From an optimization exercise on the open Yosys and OpenROAD flow, aimed at small area, a short achievable clock period and few clock cycles per item; shortcuts taken in it are not production practice.
RTL that was checked went through simulation tests only; none was proved equivalent to the original.
Power and IR drop assume default switching activity.

==> module cory_vtap2, before the edit <==
module cory_vtap2 #(
  parameter int N = 8,
  parameter int W = 8
) (
  input  logic         clk,
  input  logic         reset,
  input  logic         i_a_v,
  input  logic [N-1:0] i_a_d,
  input  logic         i_a_last_x,
  input  logic         i_a_last_y,
  output logic         o_a_r,
  output logic         o_z_v,
  output logic [N-1:0] o_z_d,
  output logic [N-1:0] o_z_up,
  output logic         o_z_up_v,
  output logic         o_z_last_x,
  output logic         o_z_last_y,
  input  logic         i_z_r
);
  localparam int NG = W - 3;
  logic          step_q;           
  logic          step_d;
  logic          acc, del;
  logic         ar_q;
  logic         iv0_q, iv0_d;
  logic [N-1:0] id0_q;
  logic         ix0_q, iy0_q;
  logic         ld_in;
  assign o_a_r = ar_q;
  assign ld_in = ~iv0_q | step_q;
  assign acc   = i_a_v & ld_in;
  assign iv0_d = (iv0_q & ~step_q) | acc;
  always_ff @(posedge clk) begin
    if (reset) begin
      ar_q  <= 1'b1;
      iv0_q <= 1'b0;
    end else begin
      ar_q  <= ~iv0_d | step_d;
      iv0_q <= iv0_d;
    end
  end
  always_ff @(posedge clk) begin
    if (ld_in) begin
      id0_q <= i_a_d; ix0_q <= i_a_last_x; iy0_q <= i_a_last_y;
    end
  end
  logic         ov0_q, ov1_q, ov1_d;
  logic [N-1:0] od0_q, ou0_q;
  logic         ouv0_q, ox0_q, oy0_q;
  logic [N-1:0] r_up;              
  logic         row0_q, row0_d;
  assign del  = ov0_q & i_z_r;
  assign ov1_d = del ? (ov1_q & step_q) : (ov1_q | (ov0_q & step_q));
  always_ff @(posedge clk) begin
    if (reset) begin
      ov0_q <= 1'b0;
      ov1_q <= 1'b0;
    end else begin
      ov0_q <= del ? (ov1_q | step_q) : (ov0_q | step_q);
      ov1_q <= ov1_d;
    end
  end
  localparam int OW = 2 * N + 3;
  logic [OW-1:0] o0_q, o1_q, o_new, o0_src;
  logic          o0_ld;
  assign o_new  = {id0_q, r_up, ~row0_q, ix0_q, iy0_q};
  assign o0_ld  = del | ~ov0_q;
  assign o0_src = (del & ov1_q) ? o1_q : o_new;
  always_ff @(posedge clk) begin
    o0_q <= o0_q ^ ({OW{o0_ld}} & (o0_q ^ o0_src));
    if (del | ~ov1_q) o1_q <= o_new;
  end
  assign {od0_q, ou0_q, ouv0_q, ox0_q, oy0_q} = o0_q;
  assign o_z_v      = ov0_q;
  assign o_z_d      = od0_q;
  assign o_z_up     = ou0_q;
  assign o_z_up_v   = ouv0_q;
  assign o_z_last_x = ox0_q;
  assign o_z_last_y = oy0_q;
  logic [NG-1:0] cg_q, cg_d;       
  logic [NG-1:0] pen;              
  logic          st_q, st_d;       
  logic          ge_q, ge_d;       
  logic [NG-1:0] al_d;             
  logic [NG-1:0] rot_q, rot_d;     
  logic [N-1:0]  head [NG];
  logic [NG-1:0] rs_q, rs_d;       
  always_comb begin
    cg_d  = cg_q;
    st_d  = st_q;
    ge_d  = ge_q;
    if (step_q) begin
      if (ix0_q) cg_d = NG'(1);
      else if (ge_q) cg_d = {cg_q[NG-2:0], cg_q[NG-1]};
      st_d = ix0_q | ge_q;
      ge_d = ~ix0_q & ~ge_q & |(cg_q & pen);
    end
    step_d = iv0_d & ~ov1_d & (~st_d | |(cg_d & al_d));
    for (int k = 0; k < NG; k++)
      rot_d[k] = (step_d & cg_d[k]) | (~al_d[k] & ~(cg_d[k] & ~st_d));
    row0_d = (step_q & ix0_q) ? iy0_q : row0_q;
    rs_d = row0_d ? '0 : cg_d;
    r_up = '0;
    for (int k = 0; k < NG; k++) if (rs_q[k]) r_up = r_up | head[k];
  end
  always_ff @(posedge clk) begin
    if (reset) begin
      cg_q   <= NG'(1);
      st_q   <= 1'b1;
      ge_q   <= 1'b0;
      row0_q <= 1'b1;
      rs_q   <= '0;
      step_q <= 1'b0;
      rot_q  <= '0;
    end else begin
      cg_q   <= cg_d;
      st_q   <= st_d;
      ge_q   <= ge_d;
      step_q <= step_d;
      rot_q  <= rot_d;
      row0_q <= row0_d;
      rs_q   <= rs_d;
    end
  end
  for (genvar k = 0; k < NG; k++) begin : g_grp
    localparam int SB = (k == 0) ? 4 : k + 3;    
    localparam int S  = 1 << SB;
    logic [SB-1:0] off_q;
    logic [N-1:0]  m_q [S];
    assign al_d[k]  = rot_q[k] ? (off_q == '1) : (off_q == '0);
    assign pen[k]   = (off_q == SB'(S - 2));
    assign head[k]  = m_q[0];
    always_ff @(posedge clk) begin
      if (reset) off_q <= '0;
      else if (rot_q[k]) off_q <= off_q + 1'b1;
    end
    always_ff @(posedge clk) begin
      if (rot_q[k]) begin
        for (int i = 0; i < S - 1; i++) m_q[i] <= m_q[i+1];
        m_q[S-1] <= (step_q & cg_q[k]) ? id0_q : m_q[0];
      end
    end
  end
endmodule
clock: 3.3 ns
lec_check: 0
abc_clock_period_in_ps: 2000
cap_margin: 20
core_margin: 2
core_utilization: 40
cts_cluster_diameter: 150
cts_cluster_size: 28
setup_slack_margin: 1.5
slew_margin: 20
run.sh (not shown) runs the stock make flow with config.mk's settings and CLKGATE_MAP_FILE= SYNTH_SCRIPT=/design/flow/synth_recipe.tcl, a recipe that flattens the netlist after the stock synthesis.
==> next run, changes <==
--- a/flow/design.v
+++ b/flow/design.v
@@ -22,36 +22,36 @@
   logic          step_d;
   logic          acc, del;
   logic         ar_q;
   logic         iv0_q, iv0_d;
   logic [N-1:0] id0_q;
   logic         ix0_q, iy0_q;
-  logic         ld_in;
   assign o_a_r = ar_q;
-  assign ld_in = ~iv0_q | step_q;
-  assign acc   = i_a_v & ld_in;
+  assign acc   = i_a_v & ar_q;
   assign iv0_d = (iv0_q & ~step_q) | acc;
   always_ff @(posedge clk) begin
     if (reset) begin
       ar_q  <= 1'b1;
       iv0_q <= 1'b0;
     end else begin
       ar_q  <= ~iv0_d | step_d;
       iv0_q <= iv0_d;
     end
   end
   always_ff @(posedge clk) begin
-    if (ld_in) begin
+    if (ar_q) begin
       id0_q <= i_a_d; ix0_q <= i_a_last_x; iy0_q <= i_a_last_y;
     end
   end
   logic         ov0_q, ov1_q, ov1_d;
   logic [N-1:0] od0_q, ou0_q;
   logic         ouv0_q, ox0_q, oy0_q;
-  logic [N-1:0] r_up;              
-  logic         row0_q, row0_d;
+  logic [N-1:0] r_up;
+  logic         row0_q;
+  logic [N-1:0] rd;
+  assign r_up = row0_q ? '0 : rd;
   assign del  = ov0_q & i_z_r;
   assign ov1_d = del ? (ov1_q & step_q) : (ov1_q | (ov0_q & step_q));
   always_ff @(posedge clk) begin
     if (reset) begin
       ov0_q <= 1'b0;
       ov1_q <= 1'b0;
@@ -81,13 +81,12 @@
   logic [NG-1:0] pen;              
   logic          st_q, st_d;       
   logic          ge_q, ge_d;       
   logic [NG-1:0] al_d;             
   logic [NG-1:0] rot_q, rot_d;     
   logic [N-1:0]  head [NG];
-  logic [NG-1:0] rs_q, rs_d;       
   always_comb begin
     cg_d  = cg_q;
     st_d  = st_q;
     ge_d  = ge_q;
     if (step_q) begin
       if (ix0_q) cg_d = NG'(1);
@@ -95,34 +94,30 @@
       st_d = ix0_q | ge_q;
       ge_d = ~ix0_q & ~ge_q & |(cg_q & pen);
     end
     step_d = iv0_d & ~ov1_d & (~st_d | |(cg_d & al_d));
     for (int k = 0; k < NG; k++)
       rot_d[k] = (step_d & cg_d[k]) | (~al_d[k] & ~(cg_d[k] & ~st_d));
-    row0_d = (step_q & ix0_q) ? iy0_q : row0_q;
-    rs_d = row0_d ? '0 : cg_d;
-    r_up = '0;
-    for (int k = 0; k < NG; k++) if (rs_q[k]) r_up = r_up | head[k];
+    rd = '0;
+    for (int k = 0; k < NG; k++) if (cg_q[k]) rd = rd | head[k];
   end
   always_ff @(posedge clk) begin
     if (reset) begin
       cg_q   <= NG'(1);
       st_q   <= 1'b1;
       ge_q   <= 1'b0;
       row0_q <= 1'b1;
-      rs_q   <= '0;
       step_q <= 1'b0;
       rot_q  <= '0;
     end else begin
       cg_q   <= cg_d;
       st_q   <= st_d;
       ge_q   <= ge_d;
       step_q <= step_d;
       rot_q  <= rot_d;
-      row0_q <= row0_d;
-      rs_q   <= rs_d;
+      if (step_q & ix0_q) row0_q <= iy0_q;
     end
   end
   for (genvar k = 0; k < NG; k++) begin : g_grp
     localparam int SB = (k == 0) ? 4 : k + 3;    
     localparam int S  = 1 << SB;
     logic [SB-1:0] off_q;
Effect: The changed run finished clean. Worst setup slack is better by 0.16 ns. Wire length grows by 1.2%. Via count grows by 0.61%. Area after synthesis hardly moves. Cell count barely changes. Global-route usage grows by 0.18 points. Design area is about the same. Die area barely changes.
Testbench counts after the change, summed over its fixed seeds: cycles 43,876, items 43,860.
No functional check of the RTL was part of the first run of this note.

The RTL this note starts from:
==> flow/design.v <==
module cory_vtap2 #(
  parameter int N = 8,
  parameter int W = 8
) (
  input  logic         clk,
  input  logic         reset,
  input  logic         i_a_v,
  input  logic [N-1:0] i_a_d,
  input  logic         i_a_last_x,
  input  logic         i_a_last_y,
  output logic         o_a_r,
  output logic         o_z_v,
  output logic [N-1:0] o_z_d,
  output logic [N-1:0] o_z_up,
  output logic         o_z_up_v,
  output logic         o_z_last_x,
  output logic         o_z_last_y,
  input  logic         i_z_r
);
  localparam int NG = W - 3;
  logic          step_q;           
  logic          step_d;
  logic          acc, del;
  logic         ar_q;
  logic         iv0_q, iv0_d;
  logic [N-1:0] id0_q;
  logic         ix0_q, iy0_q;
  logic         ld_in;
  assign o_a_r = ar_q;
  assign ld_in = ~iv0_q | step_q;
  assign acc   = i_a_v & ld_in;
  assign iv0_d = (iv0_q & ~step_q) | acc;
  always_ff @(posedge clk) begin
    if (reset) begin
      ar_q  <= 1'b1;
      iv0_q <= 1'b0;
    end else begin
      ar_q  <= ~iv0_d | step_d;
      iv0_q <= iv0_d;
    end
  end
  always_ff @(posedge clk) begin
    {id0_q, ix0_q, iy0_q} <= {id0_q, ix0_q, iy0_q}
      ^ ({(N + 2){ld_in}} & ({id0_q, ix0_q, iy0_q} ^ {i_a_d, i_a_last_x, i_a_last_y}));
  end
  logic         ov0_q, ov1_q, ov1_d;
  logic         ovi_q;             
  logic [N-1:0] od0_q, ou0_q;
  logic         ouv0_q, ox0_q, oy0_q;
  logic [N-1:0] r_up;               
  logic         row0_q, row0_d;
  logic [N-1:0] rd_d;
  assign del  = ovi_q & i_z_r;
  assign ov1_d = del ? (ov1_q & step_q) : (ov1_q | (ovi_q & step_q));
  always_ff @(posedge clk) begin
    if (reset) begin
      ov0_q <= 1'b0;
      ovi_q <= 1'b0;
      ov1_q <= 1'b0;
    end else begin
      ov0_q <= del ? (ov1_q | step_q) : (ovi_q | step_q);
      ovi_q <= ov1_q | step_q | (ovi_q & ~i_z_r);
      ov1_q <= ov1_d;
    end
  end
  localparam int OW = 2 * N + 3;
  logic [OW-1:0] o0_q, o1_q, o_new, o0_src;
  logic          o0_ld;
  assign o_new  = {id0_q, r_up, ~row0_q, ix0_q, iy0_q};
  assign o0_ld  = del | ~ovi_q;
  assign o0_src = (del & ov1_q) ? o1_q : o_new;
  always_ff @(posedge clk) begin
    o0_q <= o0_q ^ ({OW{o0_ld}} & (o0_q ^ o0_src));
    if (del | ~ov1_q) o1_q <= o_new;
  end
  assign {od0_q, ou0_q, ouv0_q, ox0_q, oy0_q} = o0_q;
  assign o_z_v      = ov0_q;
  assign o_z_d      = od0_q;
  assign o_z_up     = ou0_q;
  assign o_z_up_v   = ouv0_q;
  assign o_z_last_x = ox0_q;
  assign o_z_last_y = oy0_q;
  logic [NG-1:0] cg_q, cg_d;       
  logic [NG-1:0] pen;              
  logic          st_q, st_d;       
  logic          ge_q, ge_d;       
  logic [NG-1:0] al_d;             
  logic [NG-1:0] rot_q, rot_d;     
  logic [N-1:0]  head [NG];        
  always_comb begin
    cg_d  = cg_q;
    st_d  = st_q;
    ge_d  = ge_q;
    if (step_q) begin
      if (ix0_q) cg_d = NG'(1);
      else if (ge_q) cg_d = {cg_q[NG-2:0], cg_q[NG-1]};
      st_d = ix0_q | ge_q;
      ge_d = ~ix0_q & ~ge_q & |(cg_q & pen);
    end
    step_d = iv0_d & ~ov1_d & (~st_d | |(cg_d & al_d));
    for (int k = 0; k < NG; k++)
      rot_d[k] = (step_d & cg_d[k]) | (~al_d[k] & ~(cg_d[k] & ~st_d));
    row0_d = (step_q & ix0_q) ? iy0_q : row0_q;
    rd_d = '0;
    for (int k = 0; k < NG; k++) if (cg_d[k]) rd_d = rd_d | head[k];
  end
  always_ff @(posedge clk) begin
    if (reset) begin
      cg_q   <= NG'(1);
      st_q   <= 1'b1;
      ge_q   <= 1'b0;
      row0_q <= 1'b1;
      step_q <= 1'b0;
      rot_q  <= '0;
    end else begin
      cg_q   <= cg_d;
      st_q   <= st_d;
      ge_q   <= ge_d;
      step_q <= step_d;
      rot_q  <= rot_d;
      row0_q <= row0_d;
    end
  end
  always_ff @(posedge clk) r_up <= row0_d ? '0 : rd_d;
  for (genvar k = 0; k < NG; k++) begin : g_grp
    localparam int SB = (k == 0) ? 4 : k + 3;    
    localparam int S  = 1 << SB;
    logic [SB-1:0] off_q;
    logic [N-1:0]  m_q [S];
    assign al_d[k]  = rot_q[k] ? (off_q == '1) : (off_q == '0);
    assign pen[k]   = (off_q == SB'(S - 2));
    assign head[k]  = rot_q[k] ? m_q[1] : m_q[0];
    always_ff @(posedge clk) begin
      if (reset) off_q <= '0;
      else if (rot_q[k]) off_q <= off_q + 1'b1;
    end
    always_ff @(posedge clk) begin
      if (rot_q[k]) begin
        for (int i = 0; i < S - 1; i++) m_q[i] <= m_q[i+1];
        m_q[S-1] <= (step_q & cg_q[k]) ? id0_q : m_q[0];
      end
    end
  end
endmodule
Settings: LEC_CHECK=0, ABC_CLOCK_PERIOD_IN_PS=2000, CAP_MARGIN=20, CORE_MARGIN=2, CORE_UTILIZATION=40, CTS_CLUSTER_DIAMETER=100, CTS_CLUSTER_SIZE=26, SETUP_SLACK_MARGIN=1.5, SLEW_MARGIN=20; clock period 3.3 ns.
Then changed:
==> flow/design.v (replaced) <==
module cory_vtap2 #(
  parameter int N = 8,
  parameter int W = 8
) (
  input  logic         clk,
  input  logic         reset,
  input  logic         i_a_v,
  input  logic [N-1:0] i_a_d,
  input  logic         i_a_last_x,
  input  logic         i_a_last_y,
  output logic         o_a_r,
  output logic         o_z_v,
  output logic [N-1:0] o_z_d,
  output logic [N-1:0] o_z_up,
  output logic         o_z_up_v,
  output logic         o_z_last_x,
  output logic         o_z_last_y,
  input  logic         i_z_r
);
  localparam int NG = W - 3;
  logic          step_q;           
  logic          step_d;
  logic          acc, del;
  logic         ar_q;
  logic         iv0_q, iv0_d;
  logic [N-1:0] id0_q;
  logic         ix0_q, iy0_q;
  assign o_a_r = ar_q;
  assign acc   = i_a_v & ar_q;
  assign iv0_d = (iv0_q & ~step_q) | acc;
  always_ff @(posedge clk) begin
    if (reset) begin
      ar_q  <= 1'b1;
      iv0_q <= 1'b0;
    end else begin
      ar_q  <= ~iv0_d | step_d;
      iv0_q <= iv0_d;
    end
  end
  always_ff @(posedge clk) begin
    if (ar_q) begin
      id0_q <= i_a_d; ix0_q <= i_a_last_x; iy0_q <= i_a_last_y;
    end
  end
  logic         ov0_q, ov1_q, ov1_d;
  logic [N-1:0] od0_q, ou0_q;
  logic         ouv0_q, ox0_q, oy0_q;
  logic [N-1:0] r_up;
  logic         row0_q;
  logic [N-1:0] rd;
  assign r_up = row0_q ? '0 : rd;
  assign del  = ov0_q & i_z_r;
  assign ov1_d = del ? (ov1_q & step_q) : (ov1_q | (ov0_q & step_q));
  always_ff @(posedge clk) begin
    if (reset) begin
      ov0_q <= 1'b0;
      ov1_q <= 1'b0;
    end else begin
      ov0_q <= del ? (ov1_q | step_q) : (ov0_q | step_q);
      ov1_q <= ov1_d;
    end
  end
  localparam int OW = 2 * N + 3;
  logic [OW-1:0] o0_q, o1_q, o_new, o0_src;
  logic          o0_ld;
  assign o_new  = {id0_q, r_up, ~row0_q, ix0_q, iy0_q};
  assign o0_ld  = del | ~ov0_q;
  assign o0_src = (del & ov1_q) ? o1_q : o_new;
  always_ff @(posedge clk) begin
    o0_q <= o0_q ^ ({OW{o0_ld}} & (o0_q ^ o0_src));
    if (del | ~ov1_q) o1_q <= o_new;
  end
  assign {od0_q, ou0_q, ouv0_q, ox0_q, oy0_q} = o0_q;
  assign o_z_v      = ov0_q;
  assign o_z_d      = od0_q;
  assign o_z_up     = ou0_q;
  assign o_z_up_v   = ouv0_q;
  assign o_z_last_x = ox0_q;
  assign o_z_last_y = oy0_q;
  logic [NG-1:0] cg_q, cg_d;       
  logic [NG-1:0] pen;              
  logic          st_q, st_d;       
  logic          ge_q, ge_d;       
  logic [NG-1:0] al_d;             
  logic [NG-1:0] rot_q, rot_d;     
  logic [N-1:0]  head [NG];
  always_comb begin
    cg_d  = cg_q;
    st_d  = st_q;
    ge_d  = ge_q;
    if (step_q) begin
      if (ix0_q) cg_d = NG'(1);
      else if (ge_q) cg_d = {cg_q[NG-2:0], cg_q[NG-1]};
      st_d = ix0_q | ge_q;
      ge_d = ~ix0_q & ~ge_q & |(cg_q & pen);
    end
    step_d = iv0_d & ~ov1_d & (~st_d | |(cg_d & al_d));
    for (int k = 0; k < NG; k++)
      rot_d[k] = (step_d & cg_d[k]) | (~al_d[k] & ~(cg_d[k] & ~st_d));
    rd = '0;
    for (int k = 0; k < NG; k++) if (cg_q[k]) rd = rd | head[k];
  end
  always_ff @(posedge clk) begin
    if (reset) begin
      cg_q   <= NG'(1);
      st_q   <= 1'b1;
      ge_q   <= 1'b0;
      row0_q <= 1'b1;
      step_q <= 1'b0;
      rot_q  <= '0;
    end else begin
      cg_q   <= cg_d;
      st_q   <= st_d;
      ge_q   <= ge_d;
      step_q <= step_d;
      rot_q  <= rot_d;
      if (step_q & ix0_q) row0_q <= iy0_q;
    end
  end
  for (genvar k = 0; k < NG; k++) begin : g_grp
    localparam int SB = (k == 0) ? 4 : k + 3;    
    localparam int S  = 1 << SB;
    logic [SB-1:0] off_q;
    logic [N-1:0]  m_q [S];
    assign al_d[k]  = rot_q[k] ? (off_q == '1) : (off_q == '0);
    assign pen[k]   = (off_q == SB'(S - 2));
    assign head[k]  = m_q[0];
    always_ff @(posedge clk) begin
      if (reset) off_q <= '0;
      else if (rot_q[k]) off_q <= off_q + 1'b1;
    end
    always_ff @(posedge clk) begin
      if (rot_q[k]) begin
        for (int i = 0; i < S - 1; i++) m_q[i] <= m_q[i+1];
        m_q[S-1] <= (step_q & cg_q[k]) ? id0_q : m_q[0];
      end
    end
  end
endmodule
What happened: Total power falls by 6.6%. Wire length rises by 2.1%. Worst setup slack is better by 5.2 ps. Synthesized area falls by 0.40%. Utilization hardly moves.
Testbench counts after the change, summed over its fixed seeds: cycles 43,876, items 43,860.
For the first run of this note, only the layout was checked, not whether the RTL still works.

afterwards: timing with drivers on the ports:
No port has a modelled driver above. Below, the same layouts with a new extraction and two added sets of constraints.
Step 1: set_driving_cell puts a clkbuf_16 on clk and a buf_2 on each other input, an assumption about the parent block.
Step 2 also shifts input and output timing later by t, the mid clock arrival at the registers, as if the neighbouring blocks saw the same clock.
Three values: no drivers, after step 1, after step 2; two values: the first two.
run | t (ns) | setup slack, ns | worst hold slack (ns) | pins driven straight from the clock port
the first run of note 1 | 0.757 | 1.205 / 1.136 / 0.708 | 0.411 / 0.411 / 0.411 | 1
the second run of note 1 | 0.773 | 1.366 / 1.289 / 0.853 | 0.408 / 0.408 / 0.408 | 1
the first run of note 2 | 0.789 | 1.347 / 1.270 / 0.994 | 0.391 / 0.391 / 0.391 | 1
the second run of note 2 | 0.779 | 1.352 / 1.275 / 0.874 | 0.403 / 0.403 / 0.403 | 1
After both steps setup and hold are still met in every run listed. The setup slack of the second run of note 1, which loses most, moves by -0.077 ns with the drivers and by -0.513 ns with both steps.
